Background: an optimization exercise with open tools, aiming at small area. Do not read the settings as production practice.
Function was checked by simulation only, so behaviour that the tests miss may differ from the original.
Power and IR drop assume default switching activity.

==> inputs of job 8797 <==
==> flow/design.v <==
package iida_pkg;
    localparam int DEPTH = 16;
    localparam int IDX_W = $clog2(DEPTH);
    localparam int CNT_W = 5;
    localparam int WORD_W = 32;
    typedef enum logic [2:0] {
        MODE_APPEND = 3'd0,
        MODE_INSERT = 3'd1,
        MODE_DELETE = 3'd2,
        MODE_DROP   = 3'd3,
        MODE_READ   = 3'd4
    } t_mode;
    typedef enum logic [1:0] {
        ST_OK    = 2'd0,
        ST_FULL  = 2'd1,
        ST_RANGE = 2'd2,
        ST_EMPTY = 2'd3
    } t_status;
endpackage
module iida_cell (
    input  logic                               i_clk,
    input  logic                               i_we,
    input  logic signed [iida_pkg::WORD_W-1:0] i_value,
    output logic signed [iida_pkg::WORD_W-1:0] o_word
);
    logic signed [iida_pkg::WORD_W-1:0] r_word;
    always_ff @(posedge i_clk) begin
        if (i_we) begin
            r_word <= i_value;
        end
    end
    assign o_word = r_word;
endmodule
module iida_slot_decode (
    input  logic [iida_pkg::IDX_W-1:0] i_slot,
    input  logic                       i_enable,
    output logic [iida_pkg::DEPTH-1:0] o_select
);
    always_comb begin
        for (int i = 0; i < iida_pkg::DEPTH; i++) begin
            o_select[i] = i_enable && (i_slot == iida_pkg::IDX_W'(i));
        end
    end
endmodule
module iida_entry #(
    parameter int RESET_SLOT = 0,
    parameter bit HAS_LEFT   = 1'b1
) (
    input  logic                       i_clk,
    input  logic                       i_rst_n,
    input  logic                       i_keep,
    input  logic                       i_left,
    input  logic                       i_new,
    input  logic                       i_right,
    input  logic [iida_pkg::IDX_W-1:0] i_left_slot,
    input  logic [iida_pkg::IDX_W-1:0] i_new_slot,
    input  logic [iida_pkg::IDX_W-1:0] i_right_slot,
    output logic [iida_pkg::IDX_W-1:0] o_slot
);
    logic [iida_pkg::IDX_W-1:0] r_slot;
    always_ff @(posedge i_clk) begin
        r_slot <= ({iida_pkg::IDX_W{i_keep}}   & r_slot)
                | ({iida_pkg::IDX_W{i_left && HAS_LEFT}} & i_left_slot)
                | ({iida_pkg::IDX_W{i_new}}    & i_new_slot)
                | ({iida_pkg::IDX_W{i_right}}  & i_right_slot)
                | ({iida_pkg::IDX_W{!i_rst_n}} & iida_pkg::IDX_W'(RESET_SLOT));
    end
    assign o_slot = r_slot;
endmodule
module iida_aoi3 (
    input  logic [2:0] i_a,
    input  logic [2:0] i_b,
    output logic       o_y
);
    assign o_y = !((i_a[0] && i_b[0]) || (i_a[1] && i_b[1]) || (i_a[2] && i_b[2]));
endmodule
module iida_select16 (
    input  logic [15:0] i_data,
    input  logic [15:0] i_select,
    output logic        o_bit
);
    logic [5:0] none;
    for (genvar k = 0; k < 5; k++) begin : g_group
        iida_aoi3 u_aoi (
            .i_a (i_data[3*k +: 3]),
            .i_b (i_select[3*k +: 3]),
            .o_y (none[k])
        );
    end
    assign none[5] = !(i_data[15] && i_select[15]);
    assign o_bit   = !(&none);
endmodule
module indexed_insert_delete_array_top (
    input  logic                               i_clk,
    input  logic                               i_rst_n,
    input  logic                               i_cfg_valid,
    output logic                               o_cfg_ready,
    input  logic [iida_pkg::CNT_W-1:0]         i_cfg_capacity_limit,
    input  logic                               i_in_valid,
    output logic                               o_in_ready,
    input  logic [2:0]                         i_mode,
    input  logic [iida_pkg::CNT_W-1:0]         i_position,
    input  logic signed [iida_pkg::WORD_W-1:0] i_value,
    output logic                               o_out_valid,
    input  logic                               i_out_ready,
    output logic [1:0]                         o_status,
    output logic signed [iida_pkg::WORD_W-1:0] o_read_word,
    output logic [iida_pkg::CNT_W-1:0]         o_entry_count
);
    localparam int D = iida_pkg::DEPTH;
    localparam int IW = iida_pkg::IDX_W;
    localparam int CW = iida_pkg::CNT_W;
    logic [CW-1:0]            r_cap_reg;
    logic [CW-1:0]            r_count;
    logic [CW-1:0]            n_count;
    logic                     r_out_valid;
    logic [1:0]               r_status;
    logic [IW-1:0]            r_rd_slot;
    logic                     r_rd_ok;
    logic [D-1:0]             rd_sel;
    logic                     accept;
    logic                     empty;
    logic                     full;
    logic                     pos_lt;
    logic                     pos_le;
    logic [CW:0]              lt_chain;
    logic [CW:0]              cap_chain;
    logic [CW:0]              all_ones;
    logic [CW:0]              all_zeros;
    iida_pkg::t_status        status;
    logic                     rd_ok;
    logic                     ins;
    logic                     del;
    logic                     drop;
    logic                     do_ins;
    logic                     do_del;
    logic [IW-1:0]            op_pos;
    logic [D-1:0]             at_pos;
    logic [D-1:0]             from_pos;
    logic [D-1:0]             take_new;
    logic [D-1:0]             take_left;
    logic [D-1:0]             take_right;
    logic [D-1:0]             keep;
    logic [IW-1:0]            pos_slot;
    logic [D-1:0]             pos_sel;
    logic [IW-1:0]            r_perm [D];
    logic [D-1:0]             slot_we;
    logic signed [iida_pkg::WORD_W-1:0] slot_word [D];
    assign o_cfg_ready = 1'b1;
    assign o_in_ready  = !r_out_valid || i_out_ready;
    assign accept      = i_in_valid && o_in_ready;
    always_comb begin
        lt_chain[0]  = 1'b0;
        cap_chain[0] = 1'b0;
        for (int k = 0; k < CW; k++) begin
            lt_chain[k+1]  = (!i_position[k] && r_count[k]) ||
                             (!(i_position[k] ^ r_count[k]) && lt_chain[k]);
            cap_chain[k+1] = (!r_count[k] && r_cap_reg[k]) ||
                             (!(r_count[k] ^ r_cap_reg[k]) && cap_chain[k]);
        end
    end
    assign empty  = (r_count == '0);
    assign pos_lt = lt_chain[CW];
    assign pos_le = pos_lt || (i_position == r_count);
    assign full   = r_count[CW-1] || (!empty && !cap_chain[CW]);
    always_comb begin
        status = iida_pkg::ST_OK;
        rd_ok  = 1'b0;
        ins    = 1'b0;
        del    = 1'b0;
        drop   = 1'b0;
        unique case (i_mode)
            iida_pkg::MODE_APPEND: begin
                if (full) begin
                    status = iida_pkg::ST_FULL;
                end else begin
                    ins = 1'b1;
                end
            end
            iida_pkg::MODE_INSERT: begin
                if (!pos_le) begin
                    status = iida_pkg::ST_RANGE;
                end else if (full) begin
                    status = iida_pkg::ST_FULL;
                end else begin
                    ins = 1'b1;
                end
            end
            iida_pkg::MODE_DELETE: begin
                if (empty) begin
                    status = iida_pkg::ST_EMPTY;
                end else if (!pos_lt) begin
                    status = iida_pkg::ST_RANGE;
                end else begin
                    del = 1'b1;
                end
            end
            iida_pkg::MODE_DROP: begin
                if (empty) begin
                    status = iida_pkg::ST_EMPTY;
                end else begin
                    drop = 1'b1;
                end
            end
            iida_pkg::MODE_READ: begin
                if (!pos_lt) begin
                    status = iida_pkg::ST_RANGE;
                end else begin
                    rd_ok = 1'b1;
                end
            end
            default: begin
            end
        endcase
    end
    always_comb begin
        all_ones[0]  = 1'b1;
        all_zeros[0] = 1'b1;
        for (int k = 0; k < CW; k++) begin
            all_ones[k+1]  = all_ones[k] && r_count[k];
            all_zeros[k+1] = all_zeros[k] && !r_count[k];
            n_count[k] = r_count[k] ^ ((ins && all_ones[k]) || ((del || drop) && all_zeros[k]));
        end
    end
    assign op_pos   = (i_mode[0] || i_mode[1]) ? i_position[IW-1:0] : r_count[IW-1:0];
    iida_slot_decode u_pos_decode (
        .i_slot   (i_position[IW-1:0]),
        .i_enable (1'b1),
        .o_select (pos_sel)
    );
    for (genvar b = 0; b < IW; b++) begin : g_pos_slot_bit
        logic [D-1:0] column;
        for (genvar g = 0; g < D; g++) begin : g_col
            assign column[g] = r_perm[g][b];
        end
        iida_select16 u_select (
            .i_data   (column),
            .i_select (pos_sel),
            .o_bit    (pos_slot[b])
        );
    end
    assign do_ins   = i_rst_n && accept && ins;
    assign do_del   = i_rst_n && accept && del;
    always_comb begin
        for (int i = 0; i < D; i++) begin
            at_pos[i] = (op_pos == IW'(i));
            if (i == 0) begin
                from_pos[i] = at_pos[i];
            end else begin
                from_pos[i] = from_pos[i-1] || at_pos[i];
            end
            take_new[i]   = do_ins && at_pos[i];
            take_left[i]  = do_ins && from_pos[i] && !at_pos[i];
            take_right[i] = do_del && from_pos[i];
            keep[i]       = i_rst_n && !take_new[i] && !take_left[i] && !take_right[i];
        end
    end
    for (genvar g = 0; g < D; g++) begin : g_entry
        iida_entry #(.RESET_SLOT(g), .HAS_LEFT(g != 0)) u_entry (
            .i_clk   (i_clk),
            .i_rst_n (i_rst_n),
            .i_keep  (keep[g]),
            .i_left  (take_left[g]),
            .i_new   (take_new[g]),
            .i_right (take_right[g]),
            .i_left_slot  (r_perm[(g+D-1)%D]),
            .i_new_slot   (r_perm[D-1]),
            .i_right_slot ((g == D-1) ? pos_slot : r_perm[(g+1)%D]),
            .o_slot  (r_perm[g])
        );
    end
    iida_slot_decode u_we_decode (
        .i_slot   (r_perm[D-1]),
        .i_enable (accept && ins),
        .o_select (slot_we)
    );
    for (genvar g = 0; g < D; g++) begin : g_slot
        iida_cell u_cell (
            .i_clk   (i_clk),
            .i_we    (slot_we[g]),
            .i_value (i_value),
            .o_word  (slot_word[g])
        );
    end
    always_ff @(posedge i_clk) begin
        if (!i_rst_n) begin
            r_cap_reg   <= CW'(D);
            r_count     <= '0;
            r_out_valid <= 1'b0;
        end else begin
            if (i_cfg_valid) begin
                r_cap_reg <= i_cfg_capacity_limit;
            end
            if (accept) begin
                r_count     <= n_count;
                r_out_valid <= 1'b1;
            end else if (i_out_ready) begin
                r_out_valid <= 1'b0;
            end
        end
    end
    always_ff @(posedge i_clk) begin
        if (accept) begin
            r_status <= status;
            r_rd_slot <= pos_slot;
            r_rd_ok   <= rd_ok;
        end
    end
    iida_slot_decode u_rd_decode (
        .i_slot   (r_rd_slot),
        .i_enable (r_rd_ok),
        .o_select (rd_sel)
    );
    for (genvar b = 0; b < iida_pkg::WORD_W; b++) begin : g_read_bit
        logic [D-1:0] column;
        for (genvar g = 0; g < D; g++) begin : g_col
            assign column[g] = slot_word[g][b];
        end
        iida_select16 u_select (
            .i_data   (column),
            .i_select (rd_sel),
            .o_bit    (o_read_word[b])
        );
    end
    assign o_out_valid   = r_out_valid;
    assign o_status      = r_status;
    assign o_entry_count = r_count;
endmodule
==> flow/flow/run.sh <==
#!/bin/bash
# The standard layout, with the smallest buffer on every input and output
# port instead of the one the placer picks by default, and a clock tree of
# small buffers in clusters of at most 10 sinks, without dummy loads.
set -euo pipefail
export BUFFER_PORTS_ARGS="-buffer_cell sky130_fd_sc_hd__buf_1"
export CTS_ARGS="-sink_clustering_enable -repair_clock_nets -sink_clustering_size 10 -sink_clustering_max_diameter 60 -buf_list sky130_fd_sc_hd__clkbuf_4 -dont_use_dummy_load"
bash standard.sh > standard.log 2>&1
==> flow/standard.sh <==
#!/bin/bash
# synth_recipe.tcl (not shown) runs the flow's synth.tcl, then flattens the netlist and writes it again
# the make line also repeats each setting of config.mk as NAME=value (left out here)
make -C /OpenROAD-flow-scripts/flow DESIGN_CONFIG=/design/flow/config.mk WORK_HOME=/design/flow/orfs CLKGATE_MAP_FILE= SYNTH_SCRIPT=/design/flow/synth_recipe.tcl "${@:-finish}"
==> flow/config.mk <==
export PLATFORM = sky130hd
export DESIGN_NAME = indexed_insert_delete_array_top
export DESIGN_NICKNAME = indexed_insert_delete_array_top
export VERILOG_FILES = /design/flow/design.v
export SDC_FILE = /design/flow/constraint.sdc
export NUM_CORES = 4
export LEC_CHECK = 0
export CAP_MARGIN = 20
export CORE_MARGIN = 2
export CORE_UTILIZATION = 40
export PLACE_DENSITY = 0.75
export SLEW_MARGIN = 20
export SYNTH_HIERARCHICAL = 1
export SYNTH_MINIMUM_KEEP_SIZE = 0
==> flow/constraint.sdc <==
create_clock -name core_clock -period 5.0 [get_ports {i_clk}]
set_input_delay 1.0000 -clock core_clock [delete_from_list [all_inputs] [get_ports {i_clk}]]
set_output_delay 1.0000 -clock core_clock [all_outputs]
set_load 0.01 [all_outputs]
==> inputs of job 3409, as changes to job 8797 <==
--- a/flow/design.v
+++ b/flow/design.v
@@ -32,63 +32,4 @@
     assign o_word = r_word;
 endmodule
-module iida_slot_decode (
-    input  logic [iida_pkg::IDX_W-1:0] i_slot,
-    input  logic                       i_enable,
-    output logic [iida_pkg::DEPTH-1:0] o_select
-);
-    always_comb begin
-        for (int i = 0; i < iida_pkg::DEPTH; i++) begin
-            o_select[i] = i_enable && (i_slot == iida_pkg::IDX_W'(i));
-        end
-    end
-endmodule
-module iida_entry #(
-    parameter int RESET_SLOT = 0,
-    parameter bit HAS_LEFT   = 1'b1
-) (
-    input  logic                       i_clk,
-    input  logic                       i_rst_n,
-    input  logic                       i_keep,
-    input  logic                       i_left,
-    input  logic                       i_new,
-    input  logic                       i_right,
-    input  logic [iida_pkg::IDX_W-1:0] i_left_slot,
-    input  logic [iida_pkg::IDX_W-1:0] i_new_slot,
-    input  logic [iida_pkg::IDX_W-1:0] i_right_slot,
-    output logic [iida_pkg::IDX_W-1:0] o_slot
-);
-    logic [iida_pkg::IDX_W-1:0] r_slot;
-    always_ff @(posedge i_clk) begin
-        r_slot <= ({iida_pkg::IDX_W{i_keep}}   & r_slot)
-                | ({iida_pkg::IDX_W{i_left && HAS_LEFT}} & i_left_slot)
-                | ({iida_pkg::IDX_W{i_new}}    & i_new_slot)
-                | ({iida_pkg::IDX_W{i_right}}  & i_right_slot)
-                | ({iida_pkg::IDX_W{!i_rst_n}} & iida_pkg::IDX_W'(RESET_SLOT));
-    end
-    assign o_slot = r_slot;
-endmodule
-module iida_aoi3 (
-    input  logic [2:0] i_a,
-    input  logic [2:0] i_b,
-    output logic       o_y
-);
-    assign o_y = !((i_a[0] && i_b[0]) || (i_a[1] && i_b[1]) || (i_a[2] && i_b[2]));
-endmodule
-module iida_select16 (
-    input  logic [15:0] i_data,
-    input  logic [15:0] i_select,
-    output logic        o_bit
-);
-    logic [5:0] none;
-    for (genvar k = 0; k < 5; k++) begin : g_group
-        iida_aoi3 u_aoi (
-            .i_a (i_data[3*k +: 3]),
-            .i_b (i_select[3*k +: 3]),
-            .o_y (none[k])
-        );
-    end
-    assign none[5] = !(i_data[15] && i_select[15]);
-    assign o_bit   = !(&none);
-endmodule
 module indexed_insert_delete_array_top (
     input  logic                               i_clk,
@@ -116,7 +57,5 @@
     logic                     r_out_valid;
     logic [1:0]               r_status;
-    logic [IW-1:0]            r_rd_slot;
-    logic                     r_rd_ok;
-    logic [D-1:0]             rd_sel;
+    logic [D-1:0]             r_rd_sel;
     logic                     accept;
     logic                     empty;
@@ -143,6 +82,6 @@
     logic [D-1:0]             keep;
     logic [IW-1:0]            pos_slot;
-    logic [D-1:0]             pos_sel;
     logic [IW-1:0]            r_perm [D];
+    logic [IW-1:0]            n_perm [D];
     logic [D-1:0]             slot_we;
     logic signed [iida_pkg::WORD_W-1:0] slot_word [D];
@@ -224,20 +163,5 @@
     end
     assign op_pos   = (i_mode[0] || i_mode[1]) ? i_position[IW-1:0] : r_count[IW-1:0];
-    iida_slot_decode u_pos_decode (
-        .i_slot   (i_position[IW-1:0]),
-        .i_enable (1'b1),
-        .o_select (pos_sel)
-    );
-    for (genvar b = 0; b < IW; b++) begin : g_pos_slot_bit
-        logic [D-1:0] column;
-        for (genvar g = 0; g < D; g++) begin : g_col
-            assign column[g] = r_perm[g][b];
-        end
-        iida_select16 u_select (
-            .i_data   (column),
-            .i_select (pos_sel),
-            .o_bit    (pos_slot[b])
-        );
-    end
+    assign pos_slot = r_perm[i_position[IW-1:0]];
     assign do_ins   = i_rst_n && accept && ins;
     assign do_del   = i_rst_n && accept && del;
@@ -254,26 +178,18 @@
             take_right[i] = do_del && from_pos[i];
             keep[i]       = i_rst_n && !take_new[i] && !take_left[i] && !take_right[i];
-        end
-    end
-    for (genvar g = 0; g < D; g++) begin : g_entry
-        iida_entry #(.RESET_SLOT(g), .HAS_LEFT(g != 0)) u_entry (
-            .i_clk   (i_clk),
-            .i_rst_n (i_rst_n),
-            .i_keep  (keep[g]),
-            .i_left  (take_left[g]),
-            .i_new   (take_new[g]),
-            .i_right (take_right[g]),
-            .i_left_slot  (r_perm[(g+D-1)%D]),
-            .i_new_slot   (r_perm[D-1]),
-            .i_right_slot ((g == D-1) ? pos_slot : r_perm[(g+1)%D]),
-            .o_slot  (r_perm[g])
-        );
-    end
-    iida_slot_decode u_we_decode (
-        .i_slot   (r_perm[D-1]),
-        .i_enable (accept && ins),
-        .o_select (slot_we)
-    );
+            n_perm[i] = ({IW{keep[i]}}       & r_perm[i])
+                      | ({IW{take_left[i]}}  & r_perm[(i+D-1)%D])
+                      | ({IW{take_new[i]}}   & r_perm[D-1])
+                      | ({IW{take_right[i]}} & ((i == D-1) ? pos_slot : r_perm[(i+1)%D]))
+                      | ({IW{!i_rst_n}}      & IW'(i));
+        end
+    end
+    always_ff @(posedge i_clk) begin
+        for (int i = 0; i < D; i++) begin
+            r_perm[i] <= n_perm[i];
+        end
+    end
     for (genvar g = 0; g < D; g++) begin : g_slot
+        assign slot_we[g] = accept && ins && (r_perm[D-1] == IW'(g));
         iida_cell u_cell (
             .i_clk   (i_clk),
@@ -303,23 +219,14 @@
         if (accept) begin
             r_status <= status;
-            r_rd_slot <= pos_slot;
-            r_rd_ok   <= rd_ok;
-        end
-    end
-    iida_slot_decode u_rd_decode (
-        .i_slot   (r_rd_slot),
-        .i_enable (r_rd_ok),
-        .o_select (rd_sel)
-    );
-    for (genvar b = 0; b < iida_pkg::WORD_W; b++) begin : g_read_bit
-        logic [D-1:0] column;
-        for (genvar g = 0; g < D; g++) begin : g_col
-            assign column[g] = slot_word[g][b];
-        end
-        iida_select16 u_select (
-            .i_data   (column),
-            .i_select (rd_sel),
-            .o_bit    (o_read_word[b])
-        );
+            for (int i = 0; i < D; i++) begin
+                r_rd_sel[i] <= rd_ok && (pos_slot == IW'(i));
+            end
+        end
+    end
+    always_comb begin
+        o_read_word = '0;
+        for (int i = 0; i < D; i++) begin
+            o_read_word = o_read_word | (slot_word[i] & {iida_pkg::WORD_W{r_rd_sel[i]}});
+        end
     end
     assign o_out_valid   = r_out_valid;
==> flow/run.sh (new file) <==
#!/bin/bash
# synth_recipe.tcl (not shown) runs the flow's synth.tcl, then flattens the netlist and writes it again
# the make line also repeats each setting of config.mk as NAME=value (left out here)
make -C /OpenROAD-flow-scripts/flow DESIGN_CONFIG=/design/flow/config.mk WORK_HOME=/design/flow/orfs CLKGATE_MAP_FILE= SYNTH_SCRIPT=/design/flow/synth_recipe.tcl finish
Settings changed: CTS_BUF_LIST from default to sky130_fd_sc_hd__clkbuf_8, CTS_CLUSTER_DIAMETER from default to 80, CTS_CLUSTER_SIZE from default to 15, PLACE_DENSITY 0.75 to default, SYNTH_HIERARCHICAL 1 to default, SYNTH_MINIMUM_KEEP_SIZE 0 to default.
removed: flow/flow/run.sh
removed: flow/standard.sh
==> inputs of job 2651, as changes to job 8797 <==
--- a/flow/design.v
+++ b/flow/design.v
@@ -44,6 +44,5 @@
 endmodule
 module iida_entry #(
-    parameter int RESET_SLOT = 0,
-    parameter bit HAS_LEFT   = 1'b1
+    parameter int RESET_SLOT = 0
 ) (
     input  logic                       i_clk,
@@ -61,5 +60,5 @@
     always_ff @(posedge i_clk) begin
         r_slot <= ({iida_pkg::IDX_W{i_keep}}   & r_slot)
-                | ({iida_pkg::IDX_W{i_left && HAS_LEFT}} & i_left_slot)
+                | ({iida_pkg::IDX_W{i_left}}   & i_left_slot)
                 | ({iida_pkg::IDX_W{i_new}}    & i_new_slot)
                 | ({iida_pkg::IDX_W{i_right}}  & i_right_slot)
@@ -68,27 +67,4 @@
     assign o_slot = r_slot;
 endmodule
-module iida_aoi3 (
-    input  logic [2:0] i_a,
-    input  logic [2:0] i_b,
-    output logic       o_y
-);
-    assign o_y = !((i_a[0] && i_b[0]) || (i_a[1] && i_b[1]) || (i_a[2] && i_b[2]));
-endmodule
-module iida_select16 (
-    input  logic [15:0] i_data,
-    input  logic [15:0] i_select,
-    output logic        o_bit
-);
-    logic [5:0] none;
-    for (genvar k = 0; k < 5; k++) begin : g_group
-        iida_aoi3 u_aoi (
-            .i_a (i_data[3*k +: 3]),
-            .i_b (i_select[3*k +: 3]),
-            .o_y (none[k])
-        );
-    end
-    assign none[5] = !(i_data[15] && i_select[15]);
-    assign o_bit   = !(&none);
-endmodule
 module indexed_insert_delete_array_top (
     input  logic                               i_clk,
@@ -143,5 +119,4 @@
     logic [D-1:0]             keep;
     logic [IW-1:0]            pos_slot;
-    logic [D-1:0]             pos_sel;
     logic [IW-1:0]            r_perm [D];
     logic [D-1:0]             slot_we;
@@ -224,20 +199,5 @@
     end
     assign op_pos   = (i_mode[0] || i_mode[1]) ? i_position[IW-1:0] : r_count[IW-1:0];
-    iida_slot_decode u_pos_decode (
-        .i_slot   (i_position[IW-1:0]),
-        .i_enable (1'b1),
-        .o_select (pos_sel)
-    );
-    for (genvar b = 0; b < IW; b++) begin : g_pos_slot_bit
-        logic [D-1:0] column;
-        for (genvar g = 0; g < D; g++) begin : g_col
-            assign column[g] = r_perm[g][b];
-        end
-        iida_select16 u_select (
-            .i_data   (column),
-            .i_select (pos_sel),
-            .o_bit    (pos_slot[b])
-        );
-    end
+    assign pos_slot = r_perm[i_position[IW-1:0]];
     assign do_ins   = i_rst_n && accept && ins;
     assign do_del   = i_rst_n && accept && del;
@@ -257,5 +217,5 @@
     end
     for (genvar g = 0; g < D; g++) begin : g_entry
-        iida_entry #(.RESET_SLOT(g), .HAS_LEFT(g != 0)) u_entry (
+        iida_entry #(.RESET_SLOT(g)) u_entry (
             .i_clk   (i_clk),
             .i_rst_n (i_rst_n),
@@ -312,14 +272,9 @@
         .o_select (rd_sel)
     );
-    for (genvar b = 0; b < iida_pkg::WORD_W; b++) begin : g_read_bit
-        logic [D-1:0] column;
-        for (genvar g = 0; g < D; g++) begin : g_col
-            assign column[g] = slot_word[g][b];
+    always_comb begin
+        o_read_word = '0;
+        for (int i = 0; i < D; i++) begin
+            o_read_word = o_read_word | (slot_word[i] & {iida_pkg::WORD_W{rd_sel[i]}});
         end
-        iida_select16 u_select (
-            .i_data   (column),
-            .i_select (rd_sel),
-            .o_bit    (o_read_word[b])
-        );
     end
     assign o_out_valid   = r_out_valid;
==> flow/run.sh (new file) <==
#!/bin/bash
# synth_recipe.tcl (not shown) runs the flow's synth.tcl, then flattens the netlist and writes it again
# the make line also repeats each setting of config.mk as NAME=value (left out here)
make -C /OpenROAD-flow-scripts/flow DESIGN_CONFIG=/design/flow/config.mk WORK_HOME=/design/flow/orfs CLKGATE_MAP_FILE= SYNTH_SCRIPT=/design/flow/synth_recipe.tcl finish
Settings changed: CTS_BUF_LIST from default to sky130_fd_sc_hd__clkbuf_8, CTS_CLUSTER_DIAMETER from default to 80, CTS_CLUSTER_SIZE from default to 15, PLACE_DENSITY 0.75 to default.
removed: flow/flow/run.sh
removed: flow/standard.sh
==> inputs of job 2441, as changes to job 8797 <==
--- a/flow/design.v
+++ b/flow/design.v
@@ -44,6 +44,5 @@
 endmodule
 module iida_entry #(
-    parameter int RESET_SLOT = 0,
-    parameter bit HAS_LEFT   = 1'b1
+    parameter int RESET_SLOT = 0
 ) (
     input  logic                       i_clk,
@@ -61,5 +60,5 @@
     always_ff @(posedge i_clk) begin
         r_slot <= ({iida_pkg::IDX_W{i_keep}}   & r_slot)
-                | ({iida_pkg::IDX_W{i_left && HAS_LEFT}} & i_left_slot)
+                | ({iida_pkg::IDX_W{i_left}}   & i_left_slot)
                 | ({iida_pkg::IDX_W{i_new}}    & i_new_slot)
                 | ({iida_pkg::IDX_W{i_right}}  & i_right_slot)
@@ -257,5 +256,5 @@
     end
     for (genvar g = 0; g < D; g++) begin : g_entry
-        iida_entry #(.RESET_SLOT(g), .HAS_LEFT(g != 0)) u_entry (
+        iida_entry #(.RESET_SLOT(g)) u_entry (
             .i_clk   (i_clk),
             .i_rst_n (i_rst_n),
==> flow/flow/run.sh (replaced) <==
#!/bin/bash
# The standard layout, with the smallest buffer on every input and output
# port instead of the one the placer picks by default.
set -euo pipefail
export BUFFER_PORTS_ARGS="-buffer_cell sky130_fd_sc_hd__buf_1"
bash standard.sh > standard.log 2>&1
Settings changed: CTS_BUF_LIST from default to sky130_fd_sc_hd__clkbuf_8, CTS_CLUSTER_DIAMETER from default to 80, CTS_CLUSTER_SIZE from default to 15, PLACE_DENSITY 0.75 to default.
==> results.json <==
{
  "fin_nets": 1590,
  "slowest_delay_ps": 780,
  "pwr-share-comb": 0.051,
  "fin_hold_ws_ps": 499,
  "path_clk_slew_ps": 90,
  "core_area_um2": 55200,
  "status": "finished clean",
  "n_tap_cell": 748,
  "syn_inst": 1357,
  "multi_input_area_share": 0.216,
  "rows": 86,
  "ff2ff_path_depth": 9,
  "total_power_mw": 8.34,
  "worstPathArrival_ps": 3430,
  "antenna_cells": 0,
  "multiInputGateArea_um2": 5390,
  "dieWidth_um": 240,
  "antenna_found_initial": 2
}
# the run above: job 2441

==> results.json <==
{
  "status": "finished clean",
  "multi_input_area_share": 0.215,
  "dieWidth_um": 240,
  "pwr-share-comb": 0.051,
  "worstPathArrival_ps": 3440,
  "multiInputGateArea_um2": 5290,
  "fin_nets": 1607,
  "syn_inst": 1352,
  "n_tap_cell": 748,
  "rows": 86,
  "slowest_delay_ps": 620,
  "total_power_mw": 7.97
}
# the run above: job 8797

==> results.json <==
{
  "status": "finished clean",
  "pwr-share-comb": 0.073,
  "slowest_delay_ps": 680,
  "worstPathArrival_ps": 3650,
  "ff2ff_path_depth": 10,
  "path_clk_slew_ps": 110,
  "dieWidth_um": 244,
  "fin_hold_ws_ps": 497,
  "multi_input_area_share": 0.226,
  "antenna_found_initial": 3,
  "multiInputGateArea_um2": 5930
}
# the run above: job 2651

==> results.json <==
{
  "dieWidth_um": 249,
  "fin_nets": 1731,
  "syn_inst": 1567,
  "antenna_cells": 1,
  "multi_input_area_share": 0.232,
  "n_tap_cell": 773,
  "worstPathArrival_ps": 3260,
  "total_power_mw": 8.66,
  "status": "finished clean",
  "core_area_um2": 59200,
  "pwr-share-comb": 0.063,
  "path_clk_slew_ps": 110,
  "multiInputGateArea_um2": 6280,
  "rows": 89,
  "fin_hold_ws_ps": 518,
  "antenna_found_initial": 3
}
# the run above: job 3409

[what the ideal ports hide]
Ports are ideal in the flow. The routed layouts listed here were re-timed in OpenROAD.
Step 1: set_driving_cell puts a clkbuf_16 on i_clk and a buf_2 on each other input, an assumption about the parent block.
Step 2 also shifts input and output timing later by t, the mid clock arrival at the registers, as if the neighbouring blocks saw the same clock.
a / b / c = ideal ports / drivers / drivers and shift; a / b = the first two.
run | t (ns) | setup WS [ns] | pins driven straight from the clock port
job 8797 | 0.831 | 0.563 / 0.510 / 0.650 | 1
job 3409 | 0.709 | 0.745 / 0.686 / 0.387 | 1
job 2651 | 0.717 | 0.350 / 0.288 / 0.402 | 1
job 2441 | 0.694 | 0.574 / 0.520 / 0.784 | 1
After both steps every run listed still meets setup and hold. For job 3409, which loses most, drivers alone change the setup slack by -0.059 ns; drivers and shift together by -0.358 ns.
